Source: an optimization exercise on an open RTL-to-GDS flow (aim: small area and a short achievable clock period). Production flows keep margins and buffers that such runs may drop.
At most, simulation tests tie the RTL to the original design; equivalence was not proved.
Only the layout flow was run in run 1; the RTL was not checked for function there.
Power and IR drop assume default switching activity.

==> config.mk <==
export PLATFORM = sky130hd
export DESIGN_NAME = frame_packer
export DESIGN_NICKNAME = frame_packer
export VERILOG_FILES = /design/flow/design.v
export SDC_FILE = /design/flow/constraint.sdc
export NUM_CORES = 4
export LEC_CHECK = 0
export CAP_MARGIN = 20
export CORE_MARGIN = 2
export CORE_UTILIZATION = 55
export CTS_CLUSTER_DIAMETER = 100
export CTS_CLUSTER_SIZE = 30
export SETUP_SLACK_MARGIN = 2.0
export SLEW_MARGIN = 20
==> constraint.sdc <==
create_clock -name core_clock -period 5.0 [get_ports {clk}]
set_input_delay 1.0000 -clock core_clock [delete_from_list [all_inputs] [get_ports {clk}]]
set_output_delay 1.0000 -clock core_clock [all_outputs]
set_load 0.01 [all_outputs]
==> design.v <==
package pack_pkg;
    localparam int CHANNELS    = 4;
    localparam int CH_W        = 2;
    localparam int DATA_W      = 32;
    localparam int DROP_CNT_W  = 16;
    localparam int PKT_WORDS_MAX = 8;
    localparam int LEN_W         = 4;
    localparam int LANE_DEPTH  = 32;
    localparam int LANE_AW     = 5;
    localparam int DESC_DEPTH  = 4;
    localparam int TIMEOUT_CLK = 24;
    localparam logic [4:0] TIMEOUT_LAST = 5'(TIMEOUT_CLK - 1);
    localparam int DESC_W      = 8;
endpackage
`timescale 1ns/1ps
module pack_fifo #(
    parameter int WIDTH = 8,
    parameter int DEPTH = 4
) (
    input  logic             clk,
    input  logic [DEPTH-1:0] wr_sel,
    input  logic [WIDTH-1:0] wr_data,
    input  logic [DEPTH-1:0] rd_sel,
    output logic [WIDTH-1:0] rd_data
);
    logic [WIDTH-1:0] mem [DEPTH];
    always_ff @(posedge clk) begin
        for (int i = 0; i < DEPTH; i++) begin
            if (wr_sel[i]) begin
                mem[i] <= wr_data;
            end
        end
    end
    always_comb begin
        rd_data = '0;
        for (int i = 0; i < DEPTH; i++) begin
            rd_data = rd_data | (mem[i] & {WIDTH{rd_sel[i]}});
        end
    end
endmodule
`timescale 1ns/1ps
module pack_dispatch (
    input  logic                                clk,
    input  logic                                arst_n,
    input  logic                                in_vld,
    input  logic [39:0]                         in_word,
    output logic [pack_pkg::CHANNELS-1:0]       lane_vld,
    output logic                                lane_sof,
    output logic                                lane_eof,
    output logic [pack_pkg::DATA_W-1:0]         lane_data,
    output logic [pack_pkg::PKT_WORDS_MAX-1:0]  lane_len1h,
    output logic [pack_pkg::DROP_CNT_W-1:0]     drop_cnt
);
    logic       sof;
    logic [1:0] channel;
    logic [3:0] len;
    logic       len_ok;
    logic       acc_q;
    logic       acc_now;
    logic [1:0] ch_q;
    logic [1:0] ch_now;
    logic [pack_pkg::CHANNELS-1:0] route;
    logic [pack_pkg::PKT_WORDS_MAX-1:0] len1h;
    assign sof     = in_word[39];
    assign channel = in_word[37:36];
    assign len     = in_word[35:32];
    assign len_ok  = (len != 4'd0) && !(len[3] && (len[2:0] != 3'd0));
    assign acc_now = sof ? len_ok : acc_q;
    assign ch_now  = sof ? channel : ch_q;
    always_comb begin
        route         = '0;
        route[ch_now] = in_vld && acc_now;
        for (int k = 0; k < pack_pkg::PKT_WORDS_MAX; k++) begin
            len1h[k] = (len == 4'(k + 1));
        end
    end
    always_ff @(posedge clk or negedge arst_n) begin
        if (!arst_n) begin
            acc_q    <= 1'b0;
            ch_q     <= '0;
            lane_vld <= '0;
            drop_cnt <= '0;
        end else begin
            lane_vld <= route;
            if (in_vld) begin
                acc_q <= acc_now;
                ch_q  <= ch_now;
            end
            if (in_vld && sof && !len_ok) begin
                drop_cnt <= drop_cnt + 1'b1;
            end
        end
    end
    always_ff @(posedge clk) begin
        lane_sof   <= sof;
        lane_eof   <= in_word[38];
        lane_data  <= in_word[31:0];
        lane_len1h <= len1h;
    end
endmodule
`timescale 1ns/1ps
module pack_lane (
    input  logic                                clk,
    input  logic                                arst_n,
    input  logic                                word_vld,
    input  logic                                word_sof,
    input  logic                                word_eof,
    input  logic [pack_pkg::DATA_W-1:0]         word_data,
    input  logic [pack_pkg::PKT_WORDS_MAX-1:0]  len1h,
    input  logic                                word_pop,
    input  logic [pack_pkg::LANE_DEPTH-1:0]     rd_sel,
    output logic [pack_pkg::DATA_W-1:0]         rd_word,
    output logic [pack_pkg::LANE_AW-1:0]        rd_ptr,
    output logic                                desc_rdy,
    input  logic                                desc_pop,
    output logic [pack_pkg::DESC_W-1:0]         desc_head
);
    logic [pack_pkg::LANE_AW-1:0] wr_ptr;
    logic [5:0]                   word_free;
    logic [9:1]                   free_ge;     
    logic [1:0]                   dwr_ptr;
    logic [1:0]                   drd_ptr;
    logic [4:1]                   desc_ge;     
    logic [3:0]                   spkt_words;
    logic [15:8]                  words_ge;    
    logic [3:0]                   spkt_pkts;
    logic [4:0]                   idle_cnt;
    logic                         in_pkt;
    logic                         drop_pkt;
    logic [pack_pkg::PKT_WORDS_MAX-1:0] close_ge;
    logic [pack_pkg::PKT_WORDS_MAX-1:0] over_ge;
    logic       free_ge10;
    logic       words_ge7;
    logic       word_room;
    logic       desc_room;
    logic       will_close;
    logic       over;
    logic       fits;
    logic       wr_word;
    logic       close_sof;
    logic       close_eof;
    logic       close_tmo;
    logic       desc_wr;
    logic       eof_full;
    logic [3:0] words_base;
    logic [3:0] pkts_base;
    logic [pack_pkg::DESC_W-1:0] desc_wdata;
    logic [pack_pkg::LANE_DEPTH-1:0] wr_sel;
    logic [pack_pkg::DESC_DEPTH-1:0] dwr_sel;
    logic [pack_pkg::DESC_DEPTH-1:0] drd_sel;
    always_comb begin
        for (int i = 0; i < pack_pkg::PKT_WORDS_MAX; i++) begin
            close_ge[i] = words_ge[15 - i];                         
            over_ge[i]  = (i == 0) ? 1'b0 : words_ge[16 - i];       
        end
    end
    assign word_room  = |(len1h & free_ge[8:1]);
    assign will_close = |(len1h & close_ge);
    assign over       = |(len1h & over_ge);
    assign desc_room  = !desc_ge[4];
    assign free_ge10  = (word_free >= 6'd10);
    assign words_ge7  = (spkt_words >= 4'd7);
    assign fits      = word_room && (desc_room || !will_close);
    assign wr_word   = word_vld && (word_sof ? fits : !drop_pkt);
    assign close_sof = word_vld && word_sof && fits && over;
    assign words_base = close_sof ? 4'd0 : spkt_words;
    assign pkts_base  = close_sof ? 4'd0 : spkt_pkts;
    assign close_eof = wr_word && word_eof && !close_sof && words_ge[15];
    assign close_tmo = !word_vld && !in_pkt && (spkt_words != 4'd0) &&
                       (idle_cnt == pack_pkg::TIMEOUT_LAST) && desc_room;
    assign desc_wr   = close_sof || close_eof || close_tmo;
    assign eof_full   = word_vld && word_eof && words_ge[15];
    assign desc_wdata = eof_full ? {4'd15, spkt_pkts}
                                 : {spkt_words - 4'd1, spkt_pkts - 4'd1};
    assign desc_rdy = desc_ge[1];
    always_ff @(posedge clk or negedge arst_n) begin
        if (!arst_n) begin
            wr_ptr     <= '0;
            rd_ptr     <= '0;
            word_free  <= 6'd32;
            free_ge    <= '1;
            dwr_ptr    <= '0;
            drd_ptr    <= '0;
            desc_ge    <= '0;
            spkt_words <= '0;
            words_ge   <= '0;
            spkt_pkts  <= '0;
            idle_cnt   <= '0;
            in_pkt     <= 1'b0;
            drop_pkt   <= 1'b0;
        end else begin
            if (word_vld) begin
                in_pkt <= !word_eof;
                if (word_sof) begin
                    drop_pkt <= !fits;
                end
            end
            if (close_eof || close_tmo) begin
                spkt_words <= '0;
                spkt_pkts  <= '0;
                words_ge   <= '0;
            end else begin
                spkt_words <= words_base + {3'd0, wr_word};
                spkt_pkts  <= pkts_base + {3'd0, wr_word && word_eof};
                if (close_sof) begin
                    words_ge <= '0;
                end else if (wr_word) begin
                    words_ge <= {words_ge[14:8], words_ge7};
                end
            end
            if (word_vld || close_tmo || in_pkt || spkt_words == 4'd0) begin
                idle_cnt <= '0;
            end else if (idle_cnt != pack_pkg::TIMEOUT_LAST) begin
                idle_cnt <= idle_cnt + 1'b1;
            end
            if (wr_word) begin
                wr_ptr <= wr_ptr + 1'b1;
            end
            if (word_pop) begin
                rd_ptr <= rd_ptr + 1'b1;
            end
            case ({wr_word, word_pop})
                2'b10: begin
                    word_free <= word_free - 1'b1;
                    free_ge   <= {free_ge10, free_ge[9:2]};
                end
                2'b01: begin
                    word_free <= word_free + 1'b1;
                    free_ge   <= {free_ge[8:1], 1'b1};
                end
                default: ;
            endcase
            if (desc_wr) begin
                dwr_ptr <= dwr_ptr + 1'b1;
            end
            if (desc_pop) begin
                drd_ptr <= drd_ptr + 1'b1;
            end
            case ({desc_wr, desc_pop})
                2'b10:   desc_ge <= {desc_ge[3:1], 1'b1};
                2'b01:   desc_ge <= {1'b0, desc_ge[4:2]};
                default: ;
            endcase
        end
    end
    always_comb begin
        for (int i = 0; i < pack_pkg::LANE_DEPTH; i++) begin
            wr_sel[i] = free_ge[1] && (wr_ptr == pack_pkg::LANE_AW'(i));
        end
        for (int i = 0; i < pack_pkg::DESC_DEPTH; i++) begin
            dwr_sel[i] = desc_room && (dwr_ptr == 2'(i));
            drd_sel[i] = (drd_ptr == 2'(i));
        end
    end
    pack_fifo #(
        .WIDTH (pack_pkg::DATA_W),
        .DEPTH (pack_pkg::LANE_DEPTH)
    ) word_mem (
        .clk     (clk),
        .wr_sel  (wr_sel),
        .wr_data (word_data),
        .rd_sel  (rd_sel),
        .rd_data (rd_word)
    );
    pack_fifo #(
        .WIDTH (pack_pkg::DESC_W),
        .DEPTH (pack_pkg::DESC_DEPTH)
    ) desc_mem (
        .clk     (clk),
        .wr_sel  (dwr_sel),
        .wr_data (desc_wdata),
        .rd_sel  (drd_sel),
        .rd_data (desc_head)
    );
endmodule
`timescale 1ns/1ps
module pack_drain (
    input  logic                                                 clk,
    input  logic                                                 arst_n,
    input  logic [pack_pkg::CHANNELS-1:0]                        desc_rdy,
    input  logic [pack_pkg::CHANNELS*pack_pkg::DESC_W-1:0]       desc_heads,
    input  logic [pack_pkg::CHANNELS*pack_pkg::LANE_AW-1:0]      rd_ptrs,
    output logic [pack_pkg::CHANNELS-1:0]                        desc_pop,
    output logic [pack_pkg::CHANNELS-1:0]                        word_pop,
    output logic [pack_pkg::LANE_DEPTH-1:0]                      rd_sel,
    input  logic [pack_pkg::CHANNELS*pack_pkg::DATA_W-1:0]       rd_words,
    output logic                                                 out_vld,
    output logic                                                 out_sof,
    output logic                                                 out_eof,
    output logic [pack_pkg::DATA_W-1:0]                          out_data,
    output logic [11:0]                                          out_meta
);
    logic                                 sending;
    logic [pack_pkg::CHANNELS-1:0]        rr_1h;       
    logic [pack_pkg::CHANNELS-1:0]        pick_1h;
    logic [1:0]                           pick;
    logic                                 found;
    logic [3:0]                           remaining;
    logic                                 first;
    logic [pack_pkg::CHANNELS-1:0]        lane_sel;    
    logic [pack_pkg::DESC_W-1:0]          pick_desc;
    logic [pack_pkg::LANE_DEPTH-1:0]      pick_sel;
    logic [pack_pkg::DATA_W-1:0]          cur_word;
    always_comb begin
        for (int l = 0; l < pack_pkg::CHANNELS; l++) begin
            pick_1h[l] = 1'b0;
            for (int s = 0; s < pack_pkg::CHANNELS; s++) begin
                logic none_before;
                none_before = 1'b1;
                for (int d = 0; d < pack_pkg::CHANNELS; d++) begin
                    if (d < ((l - s + pack_pkg::CHANNELS) % pack_pkg::CHANNELS)) begin
                        none_before = none_before && !desc_rdy[(s + d) % pack_pkg::CHANNELS];
                    end
                end
                pick_1h[l] = pick_1h[l] || (rr_1h[s] && desc_rdy[l] && none_before);
            end
        end
        found = |desc_rdy;
        pick  = {pick_1h[3] | pick_1h[2], pick_1h[3] | pick_1h[1]};
    end
    assign desc_pop = sending ? '0 : pick_1h;
    assign word_pop = sending ? lane_sel : '0;
    always_comb begin
        pick_desc = '0;
        pick_sel  = '0;
        cur_word  = '0;
        for (int l = 0; l < pack_pkg::CHANNELS; l++) begin
            pick_desc = pick_desc |
                        (desc_heads[l*pack_pkg::DESC_W +: pack_pkg::DESC_W] & {pack_pkg::DESC_W{pick_1h[l]}});
            for (int i = 0; i < pack_pkg::LANE_DEPTH; i++) begin
                pick_sel[i] = pick_sel[i] ||
                              (pick_1h[l] && rd_ptrs[l*pack_pkg::LANE_AW +: pack_pkg::LANE_AW] == pack_pkg::LANE_AW'(i));
            end
            cur_word = cur_word |
                       (rd_words[l*pack_pkg::DATA_W +: pack_pkg::DATA_W] & {pack_pkg::DATA_W{lane_sel[l]}});
        end
    end
    always_ff @(posedge clk or negedge arst_n) begin
        if (!arst_n) begin
            sending   <= 1'b0;
            rr_1h     <= 4'b0001;
            remaining <= '0;
            first     <= 1'b0;
            out_vld   <= 1'b0;
            out_sof   <= 1'b0;
            out_eof   <= 1'b0;
        end else begin
            out_vld <= sending;
            out_sof <= sending && first;
            out_eof <= sending && (remaining == 4'd0);
            if (!sending) begin
                if (found) begin
                    sending   <= 1'b1;
                    rr_1h     <= {pick_1h[2:0], pick_1h[3]};
                    remaining <= pick_desc[7:4];
                    first     <= 1'b1;
                end
            end else begin
                first     <= 1'b0;
                remaining <= remaining - 1'b1;
                if (remaining == 4'd0) begin
                    sending <= 1'b0;
                end
            end
        end
    end
    always_ff @(posedge clk) begin
        if (!sending) begin
            if (found) begin
                rd_sel   <= pick_sel;
                lane_sel <= pick_1h;
                out_meta <= {pick, 5'(pick_desc[7:4]) + 5'd1, 5'(pick_desc[3:0]) + 5'd1};
            end
        end else begin
            rd_sel <= {rd_sel[pack_pkg::LANE_DEPTH-2:0], rd_sel[pack_pkg::LANE_DEPTH-1]};
        end
        out_data <= cur_word;
    end
endmodule
`timescale 1ns/1ps
module frame_packer (
    input  logic                              clk,
    input  logic                              arst_n,
    input  logic                              in_vld,
    input  logic [39:0]                       in_word,
    output logic                              out_vld,
    output logic                              out_sof,
    output logic                              out_eof,
    output logic [31:0]                       out_data,
    output logic [11:0]                       out_meta,
    output logic [15:0]                       drop_cnt
);
    logic [pack_pkg::CHANNELS-1:0]       lane_vld;
    logic                                lane_sof;
    logic                                lane_eof;
    logic [pack_pkg::DATA_W-1:0]         lane_data;
    logic [pack_pkg::PKT_WORDS_MAX-1:0]  lane_len1h;
    logic [pack_pkg::CHANNELS-1:0]       desc_rdy;
    logic [pack_pkg::CHANNELS-1:0]       desc_pop;
    logic [pack_pkg::CHANNELS-1:0]       word_pop;
    logic [pack_pkg::LANE_DEPTH-1:0]     rd_sel;
    logic [pack_pkg::CHANNELS*pack_pkg::DESC_W-1:0]  desc_heads;
    logic [pack_pkg::CHANNELS*pack_pkg::LANE_AW-1:0] rd_ptrs;
    logic [pack_pkg::CHANNELS*pack_pkg::DATA_W-1:0]  rd_words;
    pack_dispatch dispatch0 (
        .clk        (clk),
        .arst_n     (arst_n),
        .in_vld     (in_vld),
        .in_word    (in_word),
        .lane_vld   (lane_vld),
        .lane_sof   (lane_sof),
        .lane_eof   (lane_eof),
        .lane_data  (lane_data),
        .lane_len1h (lane_len1h),
        .drop_cnt   (drop_cnt)
    );
    for (genvar g = 0; g < pack_pkg::CHANNELS; g++) begin : g_lane
        pack_lane lane (
            .clk       (clk),
            .arst_n    (arst_n),
            .word_vld  (lane_vld[g]),
            .word_sof  (lane_sof),
            .word_eof  (lane_eof),
            .word_data (lane_data),
            .len1h     (lane_len1h),
            .word_pop  (word_pop[g]),
            .rd_sel    (rd_sel),
            .rd_word   (rd_words[g*pack_pkg::DATA_W +: pack_pkg::DATA_W]),
            .rd_ptr    (rd_ptrs[g*pack_pkg::LANE_AW +: pack_pkg::LANE_AW]),
            .desc_rdy  (desc_rdy[g]),
            .desc_pop  (desc_pop[g]),
            .desc_head (desc_heads[g*pack_pkg::DESC_W +: pack_pkg::DESC_W])
        );
    end
    pack_drain drain0 (
        .clk        (clk),
        .arst_n     (arst_n),
        .desc_rdy   (desc_rdy),
        .desc_heads (desc_heads),
        .rd_ptrs    (rd_ptrs),
        .desc_pop   (desc_pop),
        .word_pop   (word_pop),
        .rd_sel     (rd_sel),
        .rd_words   (rd_words),
        .out_vld    (out_vld),
        .out_sof    (out_sof),
        .out_eof    (out_eof),
        .out_data   (out_data),
        .out_meta   (out_meta)
    );
endmodule
==> run.sh <==
#!/bin/bash
# synth_recipe.tcl (not shown) runs the flow's synth.tcl, then flattens the netlist and writes it again
# the make line also repeats each setting of config.mk as NAME=value (left out here)
make -C /OpenROAD-flow-scripts/flow DESIGN_CONFIG=/design/flow/config.mk WORK_HOME=/design/flow/orfs CLKGATE_MAP_FILE= SYNTH_SCRIPT=/design/flow/synth_recipe.tcl finish
==> impl_results.html, run 1 <==
<table>
<tr><th>Metric</th><th>Value</th></tr>
<tr><th colspan="2">Finish</th></tr>
<tr><td>Fraction of final layout cells sized beyond drive strength 1</td><td>0.1170</td></tr>
<tr><td>Synthesis-to-finish area growth</td><td>9.905%</td></tr>
<tr><td>Filler-free cell count of the finished design</td><td>14.05k</td></tr>
<tr><td>Number of fillers in the final layout</td><td>22.31k</td></tr>
<tr><td>Number of nets at the end of the flow</td><td>9993</td></tr>
<tr><th colspan="2">Yosys</th></tr>
<tr><td>Share of synthesized area occupied by flip-flops and latches</td><td>0.8041</td></tr>
<tr><td>Synth cell count leaders</td><td>sky130_fd_sc_hd__edfxtp_1 (4272), sky130_fd_sc_hd__a22oi_1 (2143), sky130_fd_sc_hd__nand4_1 (563), sky130_fd_sc_hd__clkbuf_1 (521), sky130_fd_sc_hd__nor2_1 (222)</td></tr>
<tr><td>Post-synthesis net count</td><td>9756</td></tr>
<tr><td>Most instantiated flip-flop cell in the synthesis netlist</td><td>sky130_fd_sc_hd__edfxtp_1</td></tr>
<tr><td>Total of warnings raised by yosys</td><td>7</td></tr>
<tr><td>Proportion of synthesized flip-flops having asynchronous set or reset</td><td>0.05645</td></tr>
<tr><td>Synthesized netlist cell count</td><td>9567</td></tr>
<tr><td>Most frequently used cell type in the post-synthesis netlist</td><td>sky130_fd_sc_hd__edfxtp_1</td></tr>
<tr><td>Largest area contributor in the synthesized netlist</td><td>sky130_fd_sc_hd__edfxtp_1</td></tr>
<tr><td>Leading post-synthesis cells by cell area</td><td>sky130_fd_sc_hd__edfxtp_1 (76%), sky130_fd_sc_hd__a22oi_1 (9.5%), sky130_fd_sc_hd__dfrtp_1 (3.2%), sky130_fd_sc_hd__nand4_1 (2.1%), sky130_fd_sc_hd__clkbuf_1 (1.2%)</td></tr>
<tr><td>Area of the mapped netlist</td><td>169500 um^2</td></tr>
<tr><td>Seq cells post-synth</td><td>4606</td></tr>
<tr><td>Count of unique library cells instantiated by Yosys</td><td>92</td></tr>
<tr><td>Proportion of netlist area held by the largest area contributor</td><td>0.7567</td></tr>
<tr><td>Number of synthesized flops with an enable pin</td><td>4272</td></tr>
<tr><td>Mean instance size in the synthesized netlist</td><td>17.72 um^2</td></tr>
<tr><th colspan="2">Floorplan</th></tr>
<tr><td>Boundary pin count</td><td>106</td></tr>
<tr><td>Die ar.</td><td>312700 um^2</td></tr>
<tr><td>Rows</td><td>203</td></tr>
<tr><td>Initial standard-cell utilization of the core</td><td>0.5534</td></tr>
<tr><td>Horiz. Die Dim</td><td>559.2 um</td></tr>
<tr><td>Height of the chip</td><td>559.2 um</td></tr>
<tr><td>Core area</td><td>306300 um^2</td></tr>
<tr><th colspan="2">Place</th></tr>
<tr><td>Count of port buffers added during placement</td><td>105</td></tr>
<tr><td>Inst Count DP</td><td>13.62k</td></tr>
<tr><td>HPWL Detailed</td><td>337.1 mm</td></tr>
<tr><td>Weighted congestion at the end of routability-driven global placement</td><td>0.8721</td></tr>
<tr><th colspan="2">Setup path</th></tr>
<tr><td>Cell type with the highest occurrence count on the critical path</td><td>sky130_fd_sc_hd__buf_4</td></tr>
<tr><td>Beginning of the worst register-to-register path</td><td>g_lane[2].lane.free_ge[1]</td></tr>
<tr><td>Arrival time of data at the critical path endpoint</td><td>3.71 ns</td></tr>
<tr><td>Required time of the critical path</td><td>5.58 ns</td></tr>
<tr><td>Largest driver fanout on the critical path</td><td>17</td></tr>
<tr><td>Slowest stage cell, crit path</td><td>sky130_fd_sc_hd__nor2_4</td></tr>
<tr><td>Kind of cell adding the most delay to the critical path</td><td>simple AND/OR/NAND/NOR gates</td></tr>
<tr><td>Cell-by-cell listing of the critical path</td><td>buf_4 -&gt; nand2_1 -&gt; nor2_4 -&gt; buf_4</td></tr>
<tr><td>Buffers &amp; Inverters on Critical Path</td><td>2</td></tr>
<tr><td>CP Capture Type</td><td>register</td></tr>
<tr><td>Largest stage delay on the critical path</td><td>0.94 ns</td></tr>
<tr><td>Critical path type</td><td>register to register</td></tr>
<tr><td>Worst setup startpoint</td><td>g_lane[2].lane.free_ge[1]</td></tr>
<tr><td>Critical path startpoint category</td><td>register</td></tr>
<tr><th colspan="2">Power and ir drop</th></tr>
<tr><td>Clock power share</td><td>0.292</td></tr>
<tr><td>Max VDD drop</td><td>0.0003258 V</td></tr>
<tr><td>Power per Cell Area</td><td>345.2 nW/um^2</td></tr>
<tr><td>Final Total Pwr</td><td>64.32 mW</td></tr>
<tr><td>Sequential cell fraction of total power</td><td>0.673</td></tr>
<tr><td>Switching portion of total power</td><td>0.2125</td></tr>
<tr><td>Combinational share of power</td><td>0.036</td></tr>
<tr><td>Internal power component</td><td>50.65 mW</td></tr>
<tr><td>Leakage power</td><td>58.17 nW</td></tr>
<tr><td>Reported net switching power</td><td>13.67 mW</td></tr>
<tr><th colspan="2">Routing</th></tr>
<tr><td>Average wire per standard cell</td><td>43.37 um</td></tr>
<tr><td>Number of iterations in the first detailed-routing pass</td><td>14</td></tr>
<tr><td>Count of nets left with antenna violations after detail routing</td><td>0</td></tr>
<tr><td>Sum of routed wire length over all layers</td><td>609.4 mm</td></tr>
<tr><td>Vias per cell</td><td>7.401</td></tr>
<tr><td>DR iter-0 viols</td><td>19.38k</td></tr>
<tr><td>Total via count after detailed routing</td><td>104.0k</td></tr>
<tr><td>DRC Markers</td><td>0</td></tr>
<tr><th colspan="2">Hold path</th></tr>
<tr><td>Worst hold-check path type</td><td>input pin to asynchronous set/reset pin</td></tr>
<tr><th colspan="2">Global routing</th></tr>
<tr><td>Total track usage</td><td>0.3822</td></tr>
<tr><td>Global-route wire length before repair</td><td>819.6 mm</td></tr>
<tr><td>GRT Residual Overflow</td><td>0</td></tr>
<tr><td>Maximum number of pins on one net before global-route repair</td><td>129</td></tr>
<tr><td>Via count of the first global-routing pass</td><td>97.26k</td></tr>
<tr><td>Initial antenna violation count</td><td>39</td></tr>
<tr><th colspan="2">Timing</th></tr>
<tr><td>Max-slew headroom</td><td>0.1701</td></tr>
<tr><td>Setup-failing EPs final</td><td>0</td></tr>
<tr><td>Setup repair after global routing missed its margin</td><td>true</td></tr>
<tr><td>Slew at the pin closest to its max-slew limit</td><td>1.242 ns</td></tr>
<tr><td>Final critical delay including setup and external delays</td><td>3.133 ns</td></tr>
<tr><td>Final worst path period share</td><td>0.6266</td></tr>
<tr><td>Peak Freq</td><td>0.3192 GHz</td></tr>
<tr><td>Final hold violation count</td><td>0</td></tr>
<tr><td>Fin. max-slew vios</td><td>0</td></tr>
<tr><td>Clock skew</td><td>0.08455 ns</td></tr>
<tr><td>Setup_tns</td><td>0 ns</td></tr>
<tr><th colspan="2">Clock tree</th></tr>
<tr><td>TritonCTS Sinks</td><td>4606</td></tr>
<tr><td>Clock tree from TritonCTS</td><td>done</td></tr>
<tr><td>Root cell of the clock tree</td><td>sky130_fd_sc_hd__clkbuf_16</td></tr>
<tr><td>Clock buffers created by TritonCTS</td><td>179</td></tr>
<tr><td>Number of hold-repair buffers added at the cts stage</td><td>0</td></tr>
<tr><td>Clock-pin transition on the worst setup and hold timing paths</td><td>0.12 ns</td></tr>
<tr><td>Clock tree buffer depth</td><td>4</td></tr>
<tr><td>Clock latency on the worst-skew pair</td><td>0.97 ns</td></tr>
<tr><td>H-tree depth reported by CTS</td><td>4</td></tr>
<tr><th colspan="2">Status</th></tr>
<tr><td>Outcome</td><td>complete, no violations</td></tr>
<tr><th colspan="2">Flow run</th></tr>
<tr><td>Max-cap violations</td><td>0</td></tr>
</table>
-- cells by family (layout without fill, tap and decap cells) --
logic type                 after synthesis  in the layout  synth area share
muxes                                   82             82          0.004923
AOI/OAI and AO/OA                     2612           2612            0.1157
DFF                                   4606           4606            0.8041
and+or+nand+nor                       1326           1327           0.04265
xor gates and xnor gates               112            112          0.005786
adders and majority gates              146            146           0.01095
buffers and inverters                  683           1047           0.01582
other                                    0             21                 0
-- sequential cells by signal, summed over array words and instances (netlist names), 20 cells and up --
name and cells:
g_lane.lane.word_free 24, g_lane.lane.desc_mem.mem 128, drain0.rd_sel 32, drain0.out_data 32, dispatch0.lane_data 32, g_lane.lane.wr_ptr 20, g_lane.lane.words_ge 32, g_lane.lane.free_ge 36
g_lane.lane.idle_cnt 20, g_lane.lane.rd_ptr 20, g_lane.lane.word_mem.mem 4096
-- per-layer routing --
layer | share of wire | wire length [um] | vias to the layer above | global-route usage
met2 | 0.46 | 278200 | 8411 | 0.5915
li1 | - | - | 39940 | -
met5 | 0.00031 | 188 | - | 0
met1 | 0.36 | 219000 | 54330 | 0.5370
met4 | 0.049 | 30160 | 26 | 0.1516
met3 | 0.13 | 81890 | 1290 | 0.07793
-- final timing paths --
| path | endpoint | slack, ns | depth (start not counted) |
|---|---|---|---|
| worst max-delay path | g_lane[2].lane.word_mem.mem[24][25] | 1.87 | 4 |
| worst min register to register | dispatch0.drop_cnt[15] | 0.48 | 1 |
| worst max register to register | g_lane[2].lane.word_mem.mem[24][25] | 1.87 | 4 |
| max in group asynchronous | g_lane[0].lane.free_ge[8] | 3.82 | 2 |
| worst min-delay path | g_lane[1].lane.dwr_ptr[1] | 0.05 | 1 |
| min in group core_clock | dispatch0.lane_data[16] | 0.45 | 1 |
-- cell usage in the layout (no fill, tap or decap), types with 81 or more instances in the layout --
cell type and instances:
sky130_fd_sc_hd__xnor2_1 81, sky130_fd_sc_hd__clkbuf_1 105, sky130_fd_sc_hd__clkbuf_16 186, sky130_fd_sc_hd__nor2_4 93, sky130_fd_sc_hd__clkdlybuf4s50_1 92, sky130_fd_sc_hd__dfrtp_1 211, sky130_fd_sc_hd__nand4_1 563, sky130_fd_sc_hd__buf_12 85
sky130_fd_sc_hd__a22oi_1 2142, sky130_fd_sc_hd__ha_1 138, sky130_fd_sc_hd__nor2_1 131, sky130_fd_sc_hd__inv_1 86, sky130_fd_sc_hd__o21ai_0 81, sky130_fd_sc_hd__nand2_1 194, sky130_fd_sc_hd__nand3_1 84, sky130_fd_sc_hd__buf_4 419
sky130_fd_sc_hd__edfxtp_1 4272
-- final cells by class --
cell class	instances	area (um^2)	share of cell area
Timing Repair Buffer	640	6321	0.03393
Multi-Input combinational cell	4279	32630	0.1751
Inverter	98	381.6	0.002048
Sequential cell	4606	136500	0.7328
Clock inverter	15	188.9	0.001014
Tap cell	4100	5130	0.02753
Antenna cell	21	52.55	0.0002820
Clock buffer	294	5090	0.02732
-- timing repair --
item                                    CTS  global route
buffers inserted                         38            61
endpoints found under the setup margin  280           386
resized for setup                        85            36
pin swaps                                13            31
cloned                                    0             1
hold endpoints to repair                  0             0
-- power groups by stage --
| stage | combinational (mW) | sequential, mW | clock [mW] |
|---|---|---|---|
| floorplan | 1.26 | 44.1 | 0 |
| global placement | 2.14 | 44.1 | 0 |
| detailed placement | 2.19 | 44.2 | 0 |
| CTS | 2.25 | 43.3 | 18.8 |
| global route | 2.53 | 43.3 | 19.9 |
| finish | 2.29 | 43.3 | 18.8 |
-- stage by stage --
step             util  hold slack (ns)  area [um^2]  setup WS [ns]
2_1_floorplan       -           0.4030       169600          1.529
3_3_place_gp   0.5843           0.4646       179000       0.004456
3_5_place_dp   0.5865           0.4639       179700          1.196
4_1_cts        0.6056           0.1316       185500          1.955
5_1_grt        0.6082          0.09152       186300          1.940
6_report       0.6082          0.04924       186300          1.867
==> inputs of run 2 (changes only) <==
--- a/design.v
+++ b/design.v
@@ -116,8 +116,8 @@
     output logic [pack_pkg::DESC_W-1:0]         desc_head
 );
     logic [pack_pkg::LANE_AW-1:0] wr_ptr;
-    logic [5:0]                   word_free;
-    logic [9:1]                   free_ge;     
+    logic [5:0]                   word_used;
+    logic [9:1]                   free_lt;     
     logic [1:0]                   dwr_ptr;
     logic [1:0]                   drd_ptr;
     logic [4:1]                   desc_ge;     
@@ -129,8 +129,10 @@
     logic                         drop_pkt;
     logic [pack_pkg::PKT_WORDS_MAX-1:0] close_ge;
     logic [pack_pkg::PKT_WORDS_MAX-1:0] over_ge;
-    logic       free_ge10;
+    logic       free_lt10;
     logic       words_ge7;
+    logic [3:0] words_next;
+    logic [3:0] pkts_next;
     logic       word_room;
     logic       desc_room;
     logic       will_close;
@@ -142,8 +144,6 @@
     logic       close_tmo;
     logic       desc_wr;
     logic       eof_full;
-    logic [3:0] words_base;
-    logic [3:0] pkts_base;
     logic [pack_pkg::DESC_W-1:0] desc_wdata;
     logic [pack_pkg::LANE_DEPTH-1:0] wr_sel;
     logic [pack_pkg::DESC_DEPTH-1:0] dwr_sel;
@@ -154,17 +154,24 @@
             over_ge[i]  = (i == 0) ? 1'b0 : words_ge[16 - i];       
         end
     end
-    assign word_room  = |(len1h & free_ge[8:1]);
+    assign word_room  = |(len1h & ~free_lt[8:1]);
     assign will_close = |(len1h & close_ge);
     assign over       = |(len1h & over_ge);
     assign desc_room  = !desc_ge[4];
-    assign free_ge10  = (word_free >= 6'd10);
+    assign free_lt10  = (word_used >= 6'd23);
     assign words_ge7  = (spkt_words >= 4'd7);
     assign fits      = word_room && (desc_room || !will_close);
     assign wr_word   = word_vld && (word_sof ? fits : !drop_pkt);
     assign close_sof = word_vld && word_sof && fits && over;
-    assign words_base = close_sof ? 4'd0 : spkt_words;
-    assign pkts_base  = close_sof ? 4'd0 : spkt_pkts;
+    always_comb begin
+        if (close_sof) begin
+            words_next = 4'd1;
+            pkts_next  = {3'd0, word_eof};
+        end else begin
+            words_next = wr_word ? spkt_words + 4'd1 : spkt_words;
+            pkts_next  = (wr_word && word_eof) ? spkt_pkts + 4'd1 : spkt_pkts;
+        end
+    end
     assign close_eof = wr_word && word_eof && !close_sof && words_ge[15];
     assign close_tmo = !word_vld && !in_pkt && (spkt_words != 4'd0) &&
                        (idle_cnt == pack_pkg::TIMEOUT_LAST) && desc_room;
@@ -177,8 +184,8 @@
         if (!arst_n) begin
             wr_ptr     <= '0;
             rd_ptr     <= '0;
-            word_free  <= 6'd32;
-            free_ge    <= '1;
+            word_used  <= '0;
+            free_lt    <= '0;
             dwr_ptr    <= '0;
             drd_ptr    <= '0;
             desc_ge    <= '0;
@@ -200,8 +207,8 @@
                 spkt_pkts  <= '0;
                 words_ge   <= '0;
             end else begin
-                spkt_words <= words_base + {3'd0, wr_word};
-                spkt_pkts  <= pkts_base + {3'd0, wr_word && word_eof};
+                spkt_words <= words_next;
+                spkt_pkts  <= pkts_next;
                 if (close_sof) begin
                     words_ge <= '0;
                 end else if (wr_word) begin
@@ -221,12 +228,12 @@
             end
             case ({wr_word, word_pop})
                 2'b10: begin
-                    word_free <= word_free - 1'b1;
-                    free_ge   <= {free_ge10, free_ge[9:2]};
+                    word_used <= word_used + 1'b1;
+                    free_lt   <= {free_lt10, free_lt[9:2]};
                 end
                 2'b01: begin
-                    word_free <= word_free + 1'b1;
-                    free_ge   <= {free_ge[8:1], 1'b1};
+                    word_used <= word_used - 1'b1;
+                    free_lt   <= {free_lt[8:1], 1'b0};
                 end
                 default: ;
             endcase
@@ -245,7 +252,7 @@
     end
     always_comb begin
         for (int i = 0; i < pack_pkg::LANE_DEPTH; i++) begin
-            wr_sel[i] = free_ge[1] && (wr_ptr == pack_pkg::LANE_AW'(i));
+            wr_sel[i] = !free_lt[1] && (wr_ptr == pack_pkg::LANE_AW'(i));
         end
         for (int i = 0; i < pack_pkg::DESC_DEPTH; i++) begin
             dwr_sel[i] = desc_room && (dwr_ptr == 2'(i));
@@ -292,6 +299,7 @@
 );
     logic                                 sending;
     logic [pack_pkg::CHANNELS-1:0]        rr_1h;       
+    logic [pack_pkg::CHANNELS-1:0]        rr_q;        
     logic [pack_pkg::CHANNELS-1:0]        pick_1h;
     logic [1:0]                           pick;
     logic                                 found;
@@ -301,6 +309,7 @@
     logic [pack_pkg::DESC_W-1:0]          pick_desc;
     logic [pack_pkg::LANE_DEPTH-1:0]      pick_sel;
     logic [pack_pkg::DATA_W-1:0]          cur_word;
+    assign rr_1h = rr_q ^ 4'b0001;
     always_comb begin
         for (int l = 0; l < pack_pkg::CHANNELS; l++) begin
             pick_1h[l] = 1'b0;
@@ -338,7 +347,7 @@
     always_ff @(posedge clk or negedge arst_n) begin
         if (!arst_n) begin
             sending   <= 1'b0;
-            rr_1h     <= 4'b0001;
+            rr_q      <= '0;
             remaining <= '0;
             first     <= 1'b0;
             out_vld   <= 1'b0;
@@ -351,7 +360,7 @@
             if (!sending) begin
                 if (found) begin
                     sending   <= 1'b1;
-                    rr_1h     <= {pick_1h[2:0], pick_1h[3]};
+                    rr_q      <= {pick_1h[2:0], pick_1h[3]} ^ 4'b0001;
                     remaining <= pick_desc[7:4];
                     first     <= 1'b1;
                 end
--- a/config.mk
+++ b/config.mk
@@ -7,8 +7,8 @@
 export LEC_CHECK = 0
 export CAP_MARGIN = 20
 export CORE_MARGIN = 2
-export CORE_UTILIZATION = 55
-export CTS_CLUSTER_DIAMETER = 100
-export CTS_CLUSTER_SIZE = 30
-export SETUP_SLACK_MARGIN = 2.0
+export CORE_UTILIZATION = 50
+export CTS_CLUSTER_DIAMETER = 80
+export CTS_CLUSTER_SIZE = 24
+export SETUP_SLACK_MARGIN = 2.5
 export SLEW_MARGIN = 20
==> impl_results.html, run 2 <==
<table>
<tr><th>Metric</th><th>Value</th></tr>
<tr><th colspan="2">Status</th></tr>
<tr><td>Outcome</td><td>complete, no violations</td></tr>
<tr><th colspan="2">Yosys</th></tr>
<tr><td>Proportion of netlist area held by the largest area contributor</td><td>0.7574 (about the same)</td></tr>
<tr><td>Share of synthesized area occupied by flip-flops and latches</td><td>0.8046 (about the same)</td></tr>
<tr><td>Synthesized netlist cell count</td><td>9624 (+0.60%)</td></tr>
<tr><td>Seq cells post-synth</td><td>4606 (unchanged)</td></tr>
<tr><td>Number of synthesized flops with an enable pin</td><td>4272 (unchanged)</td></tr>
<tr><td>Area of the mapped netlist</td><td>169400 um^2 (about the same)</td></tr>
<tr><td>Count of unique library cells instantiated by Yosys</td><td>82 (-11%)</td></tr>
<tr><td>Mean instance size in the synthesized netlist</td><td>17.60 um^2 (-0.69%)</td></tr>
<tr><td>Proportion of synthesized flip-flops having asynchronous set or reset</td><td>0.05645 (unchanged)</td></tr>
<tr><td>Total of warnings raised by yosys</td><td>7 (unchanged)</td></tr>
<tr><td>Most instantiated flip-flop cell in the synthesis netlist</td><td>sky130_fd_sc_hd__edfxtp_1</td></tr>
<tr><td>Leading post-synthesis cells by cell area</td><td>sky130_fd_sc_hd__edfxtp_1 (76%), sky130_fd_sc_hd__a22oi_1 (9.3%), sky130_fd_sc_hd__dfrtp_1 (3.8%), sky130_fd_sc_hd__nand4_1 (2.1%), sky130_fd_sc_hd__clkbuf_1 (1.2%)</td></tr>
<tr><td>Post-synthesis net count</td><td>9801 (+0.46%)</td></tr>
<tr><td>Synth cell count leaders</td><td>sky130_fd_sc_hd__edfxtp_1 (4272), sky130_fd_sc_hd__a22oi_1 (2100), sky130_fd_sc_hd__nand4_1 (569), sky130_fd_sc_hd__clkbuf_1 (528), sky130_fd_sc_hd__nand2_1 (276)</td></tr>
<tr><td>Largest area contributor in the synthesized netlist</td><td>sky130_fd_sc_hd__edfxtp_1</td></tr>
<tr><td>Most frequently used cell type in the post-synthesis netlist</td><td>sky130_fd_sc_hd__edfxtp_1</td></tr>
<tr><th colspan="2">Finish</th></tr>
<tr><td>Regs by FF count</td><td>g_lane.lane.word_mem.mem: 4096 flops, g_lane.lane.desc_mem.mem: 128 flops, g_lane.lane.free_lt: 36 flops</td></tr>
<tr><td>Number of nets at the end of the flow</td><td>10.69k (+7.0%)</td></tr>
<tr><td>Fraction of final layout cells sized beyond drive strength 1</td><td>0.2019 (+0.08491)</td></tr>
<tr><td>Post-route cell area</td><td>198700 um^2 (+6.6%)</td></tr>
<tr><td>Most common cell after layout, fill and taps aside</td><td>sky130_fd_sc_hd__edfxtp_1</td></tr>
<tr><td>Most flop-heavy register</td><td>g_lane.lane.word_mem.mem</td></tr>
<tr><td>Area occupied by registers</td><td>136500 um^2 (about the same)</td></tr>
<tr><td>Footprint of the multi-input gates</td><td>34540 um^2 (+5.9%)</td></tr>
<tr><td>Filler-free cell count of the finished design</td><td>15.26k (+8.6%)</td></tr>
<tr><td>Max FFs per register</td><td>4096 (unchanged)</td></tr>
<tr><td>Number of fillers in the final layout</td><td>24.80k (+11%)</td></tr>
<tr><td>Synthesis-to-finish area growth</td><td>17.31%</td></tr>
<tr><td>End-of-flow core utilization</td><td>0.5898 (-0.01843)</td></tr>
<tr><td>Most frequent cells in the layout</td><td>sky130_fd_sc_hd__edfxtp_1 (4272), sky130_fd_sc_hd__a22oi_1 (1956), sky130_fd_sc_hd__buf_4 (691), sky130_fd_sc_hd__nand4_1 (569), sky130_fd_sc_hd__nand2_1 (263)</td></tr>
<tr><th colspan="2">Setup path</th></tr>
<tr><td>Critical path startpoint category</td><td>register</td></tr>
<tr><td>Largest driver fanout on the critical path</td><td>5 (-12)</td></tr>
<tr><td>Reg2Reg Capture Point</td><td>g_lane[3].lane.word_used[5]</td></tr>
<tr><td>Required time of the critical path</td><td>5.85 ns (+0.27 ns)</td></tr>
<tr><td>Beginning of the worst register-to-register path</td><td>dispatch0.lane_len1h[7]</td></tr>
<tr><td>Critical path type</td><td>register to register</td></tr>
<tr><td>Register-to-register path setup slack</td><td>2.10 ns (+0.23 ns)</td></tr>
<tr><td>Arrival time of data at the critical path endpoint</td><td>3.75 ns (+0.04 ns)</td></tr>
<tr><td>Number of cell instances on the worst register-to-register path</td><td>15 (+11)</td></tr>
<tr><td>CP Capture Type</td><td>register</td></tr>
<tr><th colspan="2">Floorplan</th></tr>
<tr><td>Initial standard-cell utilization of the core</td><td>0.5028 (-0.05066)</td></tr>
<tr><td>Height of the chip</td><td>586 um (+4.8%)</td></tr>
<tr><td>Core area</td><td>336900 um^2 (+10%)</td></tr>
<tr><td>Die ar.</td><td>343400 um^2 (+9.8%)</td></tr>
<tr><td>Boundary pin count</td><td>106 (unchanged)</td></tr>
<tr><td>Rows</td><td>213 (+4.9%)</td></tr>
<tr><td>Horiz. Die Dim</td><td>586 um (+4.8%)</td></tr>
<tr><th colspan="2">Place</th></tr>
<tr><td>HPWL Detailed</td><td>338.5 mm (+0.42%)</td></tr>
<tr><td>Weighted congestion at the end of routability-driven global placement</td><td>0.8839 (+1.4%)</td></tr>
<tr><td>Inst Count DP</td><td>14.15k (+3.9%)</td></tr>
<tr><td>Post-DP Area</td><td>180500 um^2 (+0.49%)</td></tr>
<tr><td>Minimum setup slack after placement</td><td>1.017 ns (-0.1796 ns)</td></tr>
<tr><td>Count of port buffers added during placement</td><td>105 (unchanged)</td></tr>
<tr><th colspan="2">Global routing</th></tr>
<tr><td>Total track usage</td><td>0.3793 (-0.002924)</td></tr>
<tr><td>Via count of the first global-routing pass</td><td>101.5k (+4.3%)</td></tr>
<tr><td>Maximum number of pins on one net before global-route repair</td><td>98 (-24%)</td></tr>
<tr><td>Global-route wire length before repair</td><td>878.6 mm (+7.2%)</td></tr>
<tr><td>Initial antenna violation count</td><td>59 (+51%)</td></tr>
<tr><td>GRT Residual Overflow</td><td>0 (unchanged)</td></tr>
<tr><th colspan="2">Clock tree</th></tr>
<tr><td>TritonCTS Sinks</td><td>4606 (unchanged)</td></tr>
<tr><td>Clock tree from TritonCTS</td><td>done</td></tr>
<tr><td>Clock tree buffer depth</td><td>4 (unchanged)</td></tr>
<tr><td>Number of hold-repair buffers added at the cts stage</td><td>0 (unchanged)</td></tr>
<tr><td>Clock latency on the worst-skew pair</td><td>1.00 ns (+0.03 ns)</td></tr>
<tr><td>H-tree depth reported by CTS</td><td>4 (unchanged)</td></tr>
<tr><td>Clock-pin transition on the worst setup and hold timing paths</td><td>0.10 ns (-0.02 ns)</td></tr>
<tr><td>Clock buffers created by TritonCTS</td><td>224 (+25%)</td></tr>
<tr><td>Root cell of the clock tree</td><td>sky130_fd_sc_hd__clkbuf_16</td></tr>
<tr><th colspan="2">Timing</th></tr>
<tr><td>Final hold violation count</td><td>0 (unchanged)</td></tr>
<tr><td>Setup_tns</td><td>0 ns (unchanged)</td></tr>
<tr><td>Final worst path period share</td><td>0.5801 (-0.04648)</td></tr>
<tr><td>Peak Freq</td><td>0.3448 GHz (+8.0%)</td></tr>
<tr><td>Worst hold slack after final layout</td><td>0.02210 ns (-0.02713 ns)</td></tr>
<tr><td>Setup repair after global routing missed its margin</td><td>true</td></tr>
<tr><td>Worst setup slack after layout</td><td>2.099 ns (+0.2324 ns)</td></tr>
<tr><td>Max-slew headroom</td><td>0.1358 (-0.03434)</td></tr>
<tr><td>Clock skew</td><td>0.07193 ns (-0.01262 ns)</td></tr>
<tr><td>Setup-failing EPs final</td><td>0 (unchanged)</td></tr>
<tr><td>Fin. max-slew vios</td><td>0 (unchanged)</td></tr>
<tr><td>Slew at the pin closest to its max-slew limit</td><td>1.296 ns (+0.05446 ns)</td></tr>
<tr><td>Final critical delay including setup and external delays</td><td>2.901 ns (-0.2324 ns)</td></tr>
<tr><th colspan="2">Routing</th></tr>
<tr><td>Number of iterations in the first detailed-routing pass</td><td>7 (-7)</td></tr>
<tr><td>DR iter-0 viols</td><td>21.98k (+13%)</td></tr>
<tr><td>Total via count after detailed routing</td><td>111.1k (+6.8%)</td></tr>
<tr><td>DRC Markers</td><td>0 (unchanged)</td></tr>
<tr><td>Vias per cell</td><td>7.280 (-1.6%)</td></tr>
<tr><td>Count of nets left with antenna violations after detail routing</td><td>0 (unchanged)</td></tr>
<tr><td>Average wire per standard cell</td><td>44.47 um (+2.5%)</td></tr>
<tr><td>Sum of routed wire length over all layers</td><td>678.6 mm (+11%)</td></tr>
<tr><th colspan="2">Hold path</th></tr>
<tr><td>Worst hold-check path type</td><td>input pin to asynchronous set/reset pin</td></tr>
<tr><th colspan="2">Flow run</th></tr>
<tr><td>Max-cap violations</td><td>0 (unchanged)</td></tr>
<tr><th colspan="2">Power and ir drop</th></tr>
<tr><td>Leakage power</td><td>65.28 nW (+12%)</td></tr>
<tr><td>Max VDD drop</td><td>0.0005390 V (+65%)</td></tr>
<tr><td>Power per Cell Area</td><td>571.5 nW/um^2 (+66%)</td></tr>
<tr><td>Final Total Pwr</td><td>113.6 mW (+77%)</td></tr>
</table>
## run 2: how the worst max path moves through the flow
stage                                   from  slack, ns                            endpoint
global route         dispatch0.lane_len1h[7]       1.96         g_lane[3].lane.word_used[5]
floorplan           g_lane[3].lane.wr_ptr[0]       1.98  g_lane[3].lane.word_mem.mem[16][0]
CTS                  dispatch0.lane_len1h[4]       2.03         g_lane[3].lane.word_used[5]
detailed placement   dispatch0.lane_len1h[3]       1.02         g_lane[3].lane.word_used[5]
finish               dispatch0.lane_len1h[7]       2.10         g_lane[3].lane.word_used[5]
global placement            drain0.rd_sel[7]       0.50                 drain0.out_data[11]
## run 2: critical path, cell delays in order (launching register included)
cell and delay (ns):
sky130_fd_sc_hd__dfxtp_4 0.37, sky130_fd_sc_hd__buf_6 0.13, sky130_fd_sc_hd__a22oi_2 0.15, sky130_fd_sc_hd__nand4_1 0.11, sky130_fd_sc_hd__a221o_1 0.36, sky130_fd_sc_hd__buf_6 0.13, sky130_fd_sc_hd__nand2_4 0.06, sky130_fd_sc_hd__buf_12 0.13
sky130_fd_sc_hd__inv_16 0.03, sky130_fd_sc_hd__ha_4 0.17, sky130_fd_sc_hd__buf_4 0.15, sky130_fd_sc_hd__ha_1 0.36, sky130_fd_sc_hd__nor4_2 0.07, sky130_fd_sc_hd__a31oi_1 0.22, sky130_fd_sc_hd__o311ai_2 0.16, sky130_fd_sc_hd__xor2_1 0.16
## run 2: cell type report
| type | instances | share of cell area |
|---|---|---|
| timing repair buffer | 1233 | 0.07304 |
| antenna | 44 | 0.0005542 |
| clock inverter | 34 | 0.002191 |
| sequential | 4606 | 0.6872 |
| clock buffer | 382 | 0.03204 |
| multi-input combinational | 4324 | 0.1738 |
| inverter | 124 | 0.002746 |
| tap | 4515 | 0.02843 |
## run 2: logic make-up after synthesis
family | synth area share
AOI/OAI and AO/OA | 0.1172
xor gates and xnor gates | 0.005275
buffers and inverters | 0.01617
muxes | 0.003147
DFF | 0.8046
and+or+nand+nor | 0.04348
adders and majority gates | 0.01008
## run 2: metal layers
metal | vias up | routed length (um) | track usage
met2 | 10410 | 296600 | 0.5701
met3 | 2000 | 108000 | 0.1046
li1 | 41610 | - | -
met5 | - | 236 | 0
met1 | 57040 | 227700 | 0.5070
met4 | 36 | 46040 | 0.1994
## run 2: power by group
| part | total, mW | internal [mW] | switching (mW) |
|---|---|---|---|
| Clock | 21.4 | 8.98 | 12.4 |
| Combinational | 44.2 | 13.9 | 30.3 |
| Sequential | 47.9 | 45.9 | 2.00 |
| Total | 114 | 68.9 | 44.7 |
## run 2: timing repair
item | 4_1_cts | 5_1_grt
gates cloned | 49 | 31
gates resized for setup | 839 | 384
hold endpoints to repair | 0 | 0
buffers inserted | 411 | 157
pin swaps | 217 | 218
endpoints found under the setup margin | 2651 | 1328
==> inputs of run 3 (changes only) <==
--- a/design.v
+++ b/design.v
@@ -116,7 +116,6 @@
     output logic [pack_pkg::DESC_W-1:0]         desc_head
 );
     logic [pack_pkg::LANE_AW-1:0] wr_ptr;
-    logic [5:0]                   word_used;
     logic [9:1]                   free_lt;     
     logic [1:0]                   dwr_ptr;
     logic [1:0]                   drd_ptr;
@@ -130,6 +129,7 @@
     logic [pack_pkg::PKT_WORDS_MAX-1:0] close_ge;
     logic [pack_pkg::PKT_WORDS_MAX-1:0] over_ge;
     logic       free_lt10;
+    logic [pack_pkg::LANE_AW-1:0] used_mod;
     logic       words_ge7;
     logic [3:0] words_next;
     logic [3:0] pkts_next;
@@ -158,7 +158,8 @@
     assign will_close = |(len1h & close_ge);
     assign over       = |(len1h & over_ge);
     assign desc_room  = !desc_ge[4];
-    assign free_lt10  = (word_used >= 6'd23);
+    assign used_mod   = wr_ptr - rd_ptr;
+    assign free_lt10  = free_lt[1] || (used_mod >= pack_pkg::LANE_AW'(23));
     assign words_ge7  = (spkt_words >= 4'd7);
     assign fits      = word_room && (desc_room || !will_close);
     assign wr_word   = word_vld && (word_sof ? fits : !drop_pkt);
@@ -184,7 +185,6 @@
         if (!arst_n) begin
             wr_ptr     <= '0;
             rd_ptr     <= '0;
-            word_used  <= '0;
             free_lt    <= '0;
             dwr_ptr    <= '0;
             drd_ptr    <= '0;
@@ -227,14 +227,8 @@
                 rd_ptr <= rd_ptr + 1'b1;
             end
             case ({wr_word, word_pop})
-                2'b10: begin
-                    word_used <= word_used + 1'b1;
-                    free_lt   <= {free_lt10, free_lt[9:2]};
-                end
-                2'b01: begin
-                    word_used <= word_used - 1'b1;
-                    free_lt   <= {free_lt[8:1], 1'b0};
-                end
+                2'b10:   free_lt <= {free_lt10, free_lt[9:2]};
+                2'b01:   free_lt <= {free_lt[8:1], 1'b0};
                 default: ;
             endcase
             if (desc_wr) begin
@@ -306,6 +300,8 @@
     logic [3:0]                           remaining;
     logic                                 first;
     logic [pack_pkg::CHANNELS-1:0]        lane_sel;    
+    logic [1:0]                           cur_ch;
+    logic [pack_pkg::DESC_W-1:0]          desc_q;      
     logic [pack_pkg::DESC_W-1:0]          pick_desc;
     logic [pack_pkg::LANE_DEPTH-1:0]      pick_sel;
     logic [pack_pkg::DATA_W-1:0]          cur_word;
@@ -375,14 +371,16 @@
     end
     always_ff @(posedge clk) begin
         if (!sending) begin
-            if (found) begin
-                rd_sel   <= pick_sel;
-                lane_sel <= pick_1h;
-                out_meta <= {pick, 5'(pick_desc[7:4]) + 5'd1, 5'(pick_desc[3:0]) + 5'd1};
-            end
+            rd_sel <= pick_sel;
         end else begin
             rd_sel <= {rd_sel[pack_pkg::LANE_DEPTH-2:0], rd_sel[pack_pkg::LANE_DEPTH-1]};
         end
+        if (!sending && found) begin
+            lane_sel <= pick_1h;
+            cur_ch   <= pick;
+            desc_q   <= pick_desc;
+        end
+        out_meta <= {cur_ch, 5'(desc_q[7:4]) + 5'd1, 5'(desc_q[3:0]) + 5'd1};
         out_data <= cur_word;
     end
 endmodule
==> flow/run.sh (new file) <==
#!/bin/bash
set -o pipefail
export BUFFER_PORTS_ARGS="-buffer_cell sky130_fd_sc_hd__buf_4"
bash standard.sh > standard.log 2>&1
rc=$?
cp standard.sh standard.sh.txt 2>/dev/null
exit $rc
==> standard.sh (new file) <==
#!/bin/bash
# synth_recipe.tcl (not shown) runs the flow's synth.tcl, then flattens the netlist and writes it again
# the make line also repeats each setting of config.mk as NAME=value (left out here)
make -C /OpenROAD-flow-scripts/flow DESIGN_CONFIG=/design/flow/config.mk WORK_HOME=/design/flow/orfs CLKGATE_MAP_FILE= SYNTH_SCRIPT=/design/flow/synth_recipe.tcl "${@:-finish}"
--- a/config.mk
+++ b/config.mk
@@ -10,5 +10,5 @@
 export CORE_UTILIZATION = 50
 export CTS_CLUSTER_DIAMETER = 80
 export CTS_CLUSTER_SIZE = 24
-export SETUP_SLACK_MARGIN = 2.5
+export SETUP_SLACK_MARGIN = 2.6
 export SLEW_MARGIN = 20
removed: run.sh
==> impl_results.html, run 3 <==
<table>
<tr><th>Metric</th><th>Value</th></tr>
<tr><th colspan="2">Clock tree</th></tr>
<tr><td>H-tree depth reported by CTS</td><td>4 (unchanged)</td></tr>
<tr><td>Clock tree buffer depth</td><td>4 (unchanged)</td></tr>
<tr><td>Clock buffers created by TritonCTS</td><td>219 (-2.2%)</td></tr>
<tr><td>Clock tree from TritonCTS</td><td>done</td></tr>
<tr><td>Clock-pin transition on the worst setup and hold timing paths</td><td>0.10 ns (about the same)</td></tr>
<tr><td>Clock latency on the worst-skew pair</td><td>1.03 ns (+0.03 ns)</td></tr>
<tr><td>Root cell of the clock tree</td><td>sky130_fd_sc_hd__clkbuf_16</td></tr>
<tr><td>TritonCTS Sinks</td><td>4592 (-0.30%)</td></tr>
<tr><th colspan="2">Timing</th></tr>
<tr><td>Worst hold slack after final layout</td><td>0.04509 ns (+0.02299 ns)</td></tr>
<tr><td>Worst setup slack after layout</td><td>2.231 ns (+0.1316 ns)</td></tr>
<tr><td>Fin. max-slew vios</td><td>0 (unchanged)</td></tr>
<tr><td>Slew at the pin closest to its max-slew limit</td><td>1.334 ns (+0.03753 ns)</td></tr>
<tr><td>Clock skew</td><td>0.1038 ns (+0.03183 ns)</td></tr>
<tr><td>Setup_tns</td><td>0 ns (unchanged)</td></tr>
<tr><td>Max-slew headroom</td><td>0.1077 (-0.02806)</td></tr>
<tr><td>Final critical delay including setup and external delays</td><td>2.769 ns (-0.1316 ns)</td></tr>
<tr><td>Peak Freq</td><td>0.3611 GHz (+4.8%)</td></tr>
<tr><td>Setup-failing EPs final</td><td>0 (unchanged)</td></tr>
<tr><td>Final worst path period share</td><td>0.5538 (-0.02632)</td></tr>
<tr><td>Setup repair after global routing missed its margin</td><td>true</td></tr>
<tr><td>Final hold violation count</td><td>0 (unchanged)</td></tr>
<tr><th colspan="2">Place</th></tr>
<tr><td>Count of port buffers added during placement</td><td>105 (unchanged)</td></tr>
<tr><td>Inst Count DP</td><td>14.07k (-0.53%)</td></tr>
<tr><td>Post-DP Area</td><td>178500 um^2 (-1.1%)</td></tr>
<tr><td>HPWL Detailed</td><td>344.2 mm (+1.7%)</td></tr>
<tr><td>Weighted congestion at the end of routability-driven global placement</td><td>0.8847 (about the same)</td></tr>
<tr><td>Minimum setup slack after placement</td><td>1.261 ns (+0.2442 ns)</td></tr>
<tr><th colspan="2">Global routing</th></tr>
<tr><td>Via count of the first global-routing pass</td><td>101.7k (+0.20%)</td></tr>
<tr><td>Initial antenna violation count</td><td>63 (+6.8%)</td></tr>
<tr><td>GRT Residual Overflow</td><td>0 (unchanged)</td></tr>
<tr><td>Maximum number of pins on one net before global-route repair</td><td>103 (+5.1%)</td></tr>
<tr><td>Global-route wire length before repair</td><td>895.6 mm (+1.9%)</td></tr>
<tr><td>Total track usage</td><td>0.3904 (+0.01116)</td></tr>
<tr><th colspan="2">Setup path</th></tr>
<tr><td>Required time of the critical path</td><td>5.77 ns (-0.08 ns)</td></tr>
<tr><td>CP Capture Type</td><td>register</td></tr>
<tr><td>Critical path type</td><td>register to register</td></tr>
<tr><td>Critical path startpoint category</td><td>register</td></tr>
<tr><td>Arrival time of data at the critical path endpoint</td><td>3.53 ns (-0.22 ns)</td></tr>
<tr><td>Largest driver fanout on the critical path</td><td>22 (+17)</td></tr>
<tr><th colspan="2">Power and ir drop</th></tr>
<tr><td>Switching portion of total power</td><td>0.3942 (+0.0006970)</td></tr>
<tr><td>Sequential cell fraction of total power</td><td>0.431 (+0.009)</td></tr>
<tr><td>Reported net switching power</td><td>43.98 mW (-1.6%)</td></tr>
<tr><td>Max VDD drop</td><td>0.0005710 V (+5.9%)</td></tr>
<tr><td>Final Total Pwr</td><td>111.6 mW (-1.7%)</td></tr>
<tr><td>Clock power share</td><td>0.186 (-0.002)</td></tr>
<tr><td>Leakage power</td><td>64.64 nW (-0.98%)</td></tr>
<tr><td>Internal power component</td><td>67.59 mW (-1.9%)</td></tr>
<tr><td>Power per Cell Area</td><td>565.7 nW/um^2 (-1.0%)</td></tr>
<tr><td>Combinational share of power</td><td>0.384 (-0.006)</td></tr>
<tr><th colspan="2">Yosys</th></tr>
<tr><td>Total of warnings raised by yosys</td><td>7 (unchanged)</td></tr>
<tr><td>Leading post-synthesis cells by cell area</td><td>sky130_fd_sc_hd__edfxtp_1 (76%), sky130_fd_sc_hd__a22oi_1 (9.5%), sky130_fd_sc_hd__dfrtp_1 (3.5%), sky130_fd_sc_hd__nand4_1 (2.2%), sky130_fd_sc_hd__dfxtp_1 (1.4%)</td></tr>
<tr><td>Mean instance size in the synthesized netlist</td><td>17.52 um^2 (-0.46%)</td></tr>
<tr><td>Share of the synthesized netlist area taken by xor and xnor gates</td><td>0.004628 (-0.0006465)</td></tr>
<tr><td>Post-synthesis net count</td><td>9792 (-0.092%)</td></tr>
<tr><td>Number of synthesized flops with an enable pin</td><td>4238 (-0.80%)</td></tr>
<tr><td>Area share of fa/ha/maj cells after synthesis</td><td>0.01013 (+0.00005637)</td></tr>
<tr><td>Most instantiated flip-flop cell in the synthesis netlist</td><td>sky130_fd_sc_hd__edfxtp_1</td></tr>
<tr><td>Synth Area in Simple Gates</td><td>0.04492 (+0.001439)</td></tr>
<tr><td>Compound-gate portion of the synthesized area</td><td>0.1158 (-0.001476)</td></tr>
<tr><td>Proportion of netlist area held by the largest area contributor</td><td>0.7556 (-0.001825)</td></tr>
<tr><td>Share of synthesized area occupied by flip-flops and latches</td><td>0.8047 (about the same)</td></tr>
<tr><td>Count of unique library cells instantiated by Yosys</td><td>71 (-13%)</td></tr>
<tr><td>Dominant combinational cell family by area after synthesis</td><td>compound AO/OA/AOI/OAI gates</td></tr>
<tr><td>Synthesized netlist cell count</td><td>9615 (-0.094%)</td></tr>
<tr><td>Area of the mapped netlist</td><td>168400 um^2 (-0.56%)</td></tr>
<tr><td>Seq cells post-synth</td><td>4592 (-0.30%)</td></tr>
<tr><td>Most frequently used cell type in the post-synthesis netlist</td><td>sky130_fd_sc_hd__edfxtp_1</td></tr>
<tr><td>Largest area contributor in the synthesized netlist</td><td>sky130_fd_sc_hd__edfxtp_1</td></tr>
<tr><td>Synth cell count leaders</td><td>sky130_fd_sc_hd__edfxtp_1 (4238), sky130_fd_sc_hd__a22oi_1 (2121), sky130_fd_sc_hd__nand4_1 (583), sky130_fd_sc_hd__clkbuf_1 (532), sky130_fd_sc_hd__nand2_1 (279)</td></tr>
<tr><td>Proportion of synthesized flip-flops having asynchronous set or reset</td><td>0.05139 (-0.005054)</td></tr>
<tr><td>Share of synthesized area spent on multiplexers</td><td>0.003633 (+0.0004856)</td></tr>
<tr><th colspan="2">Routing</th></tr>
<tr><td>Sum of routed wire length over all layers</td><td>690.3 mm (+1.7%)</td></tr>
<tr><td>Number of iterations in the first detailed-routing pass</td><td>8 (+1)</td></tr>
<tr><td>Vias per cell</td><td>7.309 (+0.40%)</td></tr>
<tr><td>DR iter-0 viols</td><td>21.58k (-1.8%)</td></tr>
<tr><td>DRC Markers</td><td>0 (unchanged)</td></tr>
<tr><td>Total via count after detailed routing</td><td>111.3k (+0.21%)</td></tr>
<tr><td>Average wire per standard cell</td><td>45.32 um (+1.9%)</td></tr>
<tr><td>Count of nets left with antenna violations after detail routing</td><td>0 (unchanged)</td></tr>
<tr><th colspan="2">Finish</th></tr>
<tr><td>Post-route cell area</td><td>197200 um^2 (-0.73%)</td></tr>
<tr><td>Area occupied by registers</td><td>135900 um^2 (-0.43%)</td></tr>
<tr><td>Number of fillers in the final layout</td><td>24.76k (-0.17%)</td></tr>
<tr><td>Most flop-heavy register</td><td>g_lane.lane.word_mem.mem</td></tr>
<tr><td>Most common cell after layout, fill and taps aside</td><td>sky130_fd_sc_hd__edfxtp_1</td></tr>
<tr><td>Number of nets at the end of the flow</td><td>10.69k (+0.037%)</td></tr>
<tr><td>Max FFs per register</td><td>4096 (unchanged)</td></tr>
<tr><td>Filler-free cell count of the finished design</td><td>15.23k (-0.19%)</td></tr>
<tr><td>Footprint of the multi-input gates</td><td>34120 um^2 (-1.2%)</td></tr>
<tr><td>Most frequent cells in the layout</td><td>sky130_fd_sc_hd__edfxtp_1 (4238), sky130_fd_sc_hd__a22oi_1 (1982), sky130_fd_sc_hd__buf_4 (755), sky130_fd_sc_hd__nand4_1 (583), sky130_fd_sc_hd__nand2_1 (274)</td></tr>
<tr><td>End-of-flow core utilization</td><td>0.5869 (-0.002923)</td></tr>
<tr><td>Synthesis-to-finish area growth</td><td>17.11%</td></tr>
<tr><td>Fraction of final layout cells sized beyond drive strength 1</td><td>0.2046 (+0.002699)</td></tr>
<tr><td>Regs by FF count</td><td>g_lane.lane.word_mem.mem: 4096 flops, g_lane.lane.desc_mem.mem: 128 flops, g_lane.lane.free_lt: 36 flops</td></tr>
<tr><th colspan="2">Floorplan</th></tr>
<tr><td>Rows</td><td>213 (unchanged)</td></tr>
<tr><td>Core area</td><td>336100 um^2 (-0.24%)</td></tr>
<tr><td>Initial standard-cell utilization of the core</td><td>0.5012 (-0.001607)</td></tr>
<tr><td>Die ar.</td><td>341500 um^2 (-0.55%)</td></tr>
<tr><td>Height of the chip</td><td>584.4 um (-0.28%)</td></tr>
<tr><td>Boundary pin count</td><td>106 (unchanged)</td></tr>
<tr><td>Horiz. Die Dim</td><td>584.4 um (-0.28%)</td></tr>
<tr><th colspan="2">Status</th></tr>
<tr><td>Outcome</td><td>complete, no violations</td></tr>
<tr><th colspan="2">Hold path</th></tr>
<tr><td>Worst hold-check path type</td><td>input pin to asynchronous set/reset pin</td></tr>
<tr><th colspan="2">Flow run</th></tr>
<tr><td>Max-cap violations</td><td>0 (unchanged)</td></tr>
</table>
[run 3: layout make-up]
cell class	instances	area share
flip-flops and latches	4592	0.6892
multi-input cells	4340	0.1730
repair buffers	1242	0.07356
clock buffers	364	0.03119
well taps	4515	0.02864
inverters	120	0.002658
clock inverters	24	0.001218
diodes	34	0.0004314
repair inverters	2	0.00008881
[run 3: kinds of logic (layout without fill, tap and decap cells)]
group / after synthesis / after routing
other: 0 / 34
flip-flops: 4592 / 4592
XOR/XNOR: 89 / 89
buffers and inverters: 712 / 1752
multiplexers: 59 / 59
AO/OA/AOI/OAI: 2624 / 2624
AND/OR/NAND/NOR: 1405 / 1434
adder cells (fa/ha/maj): 134 / 134
[run 3: worst paths after layout]
check	start	endpoint	slack, ns	cells past startpoint
max	drain0.rd_sel[22]	drain0.out_data[10]	2.23	6
min	arst_n	g_lane[1].lane.drd_ptr[0]	0.05	1
max reg2reg	drain0.rd_sel[22]	drain0.out_data[10]	2.23	6
min reg2reg	drain0.cur_ch[1]	drain0.out_meta[11]	0.36	0
max in group asynchronous	arst_n	g_lane[2].lane.wr_ptr[3]	3.80	2
min in group core_clock	in_word[25]	dispatch0.lane_data[25]	0.08	1
[run 3: what timing repair did]
action                                  in CTS  in global routing
resized for setup                          654                281
endpoints found under the setup margin    3460               1735
hold buffers                                 0                  0
pin swaps                                  220                180
setup buffers                              477                168
gates cloned                                63                 26
[run 3: power by group through the flow]
stage | combinational [mW] | clock (mW) | sequential (mW)
floorplan | 14.1 | 0 | 47.5
global placement | 27.1 | 0 | 50.6
detailed placement | 27.6 | 0 | 50.8
CTS | 38.2 | 20.6 | 48.1
global route | 42.2 | 21.8 | 48.2
finish | 42.8 | 20.7 | 48.0
[run 3: worst max-delay path, cell delays in order, from the launching register on]
cell	delay, ns
sky130_fd_sc_hd__dfxtp_4	0.42
sky130_fd_sc_hd__buf_12	0.15
sky130_fd_sc_hd__buf_8	0.17
sky130_fd_sc_hd__a22oi_1	0.24
sky130_fd_sc_hd__nand4_1	0.18
sky130_fd_sc_hd__o41ai_4	1.10
sky130_fd_sc_hd__nand4_1	0.22
[run 3: routing by layer]
| metal | up-vias | wire length [um] | GRT usage |
|---|---|---|---|
| li1 | 41560 | - | - |
| met1 | 57200 | 230800 | 0.5109 |
| met2 | 10270 | 295900 | 0.5699 |
| met3 | 2255 | 110900 | 0.1288 |
| met4 | 52 | 52150 | 0.2327 |
| met5 | - | 559 | 0 |

-- separate check: timing with driven ports --
In the flow no input, the clock included, has a driving cell. The finished layouts below were timed again as built, in two steps. Step 1 (the two cells are an assumption about what drives the block):
set clk [get_ports {clk}]
set_driving_cell -lib_cell sky130_fd_sc_hd__clkbuf_16 $clk
set_driving_cell -lib_cell sky130_fd_sc_hd__buf_2 [delete_from_list [all_inputs] $clk]
Step 2, shift: input delay + t, output delay - t, t = (earliest + latest rising clock arrival at the registers) / 2. This alone moves slack from input paths to output paths. Three values: ideal ports, drivers, drivers and shift; two values: the first two.
run | shift t [ns] | slack for setup (ns) | hold WS [ns] | latest minus earliest clock arrival (ns) | worst data-port slew with drivers (ns)
run 1 | 1.042 | 1.867 / 1.867 / 1.732 | 0.049 / -0.013 / 0.482 | 0.086 / 0.087 | 0.08
run 2 | 1.076 | 2.099 / 2.099 / 1.579 | 0.022 / 0.107 / 0.474 | 0.082 / 0.082 | 0.20
run 3 | 1.107 | 2.231 / 2.231 / 2.084 | 0.045 / -0.032 / 0.365 | 0.107 / 0.107 | 0.19
After both steps setup and hold are still met in every run listed. The setup slack of run 2, which loses most, moves by 0.000 ns with the drivers and by -0.520 ns with both steps.
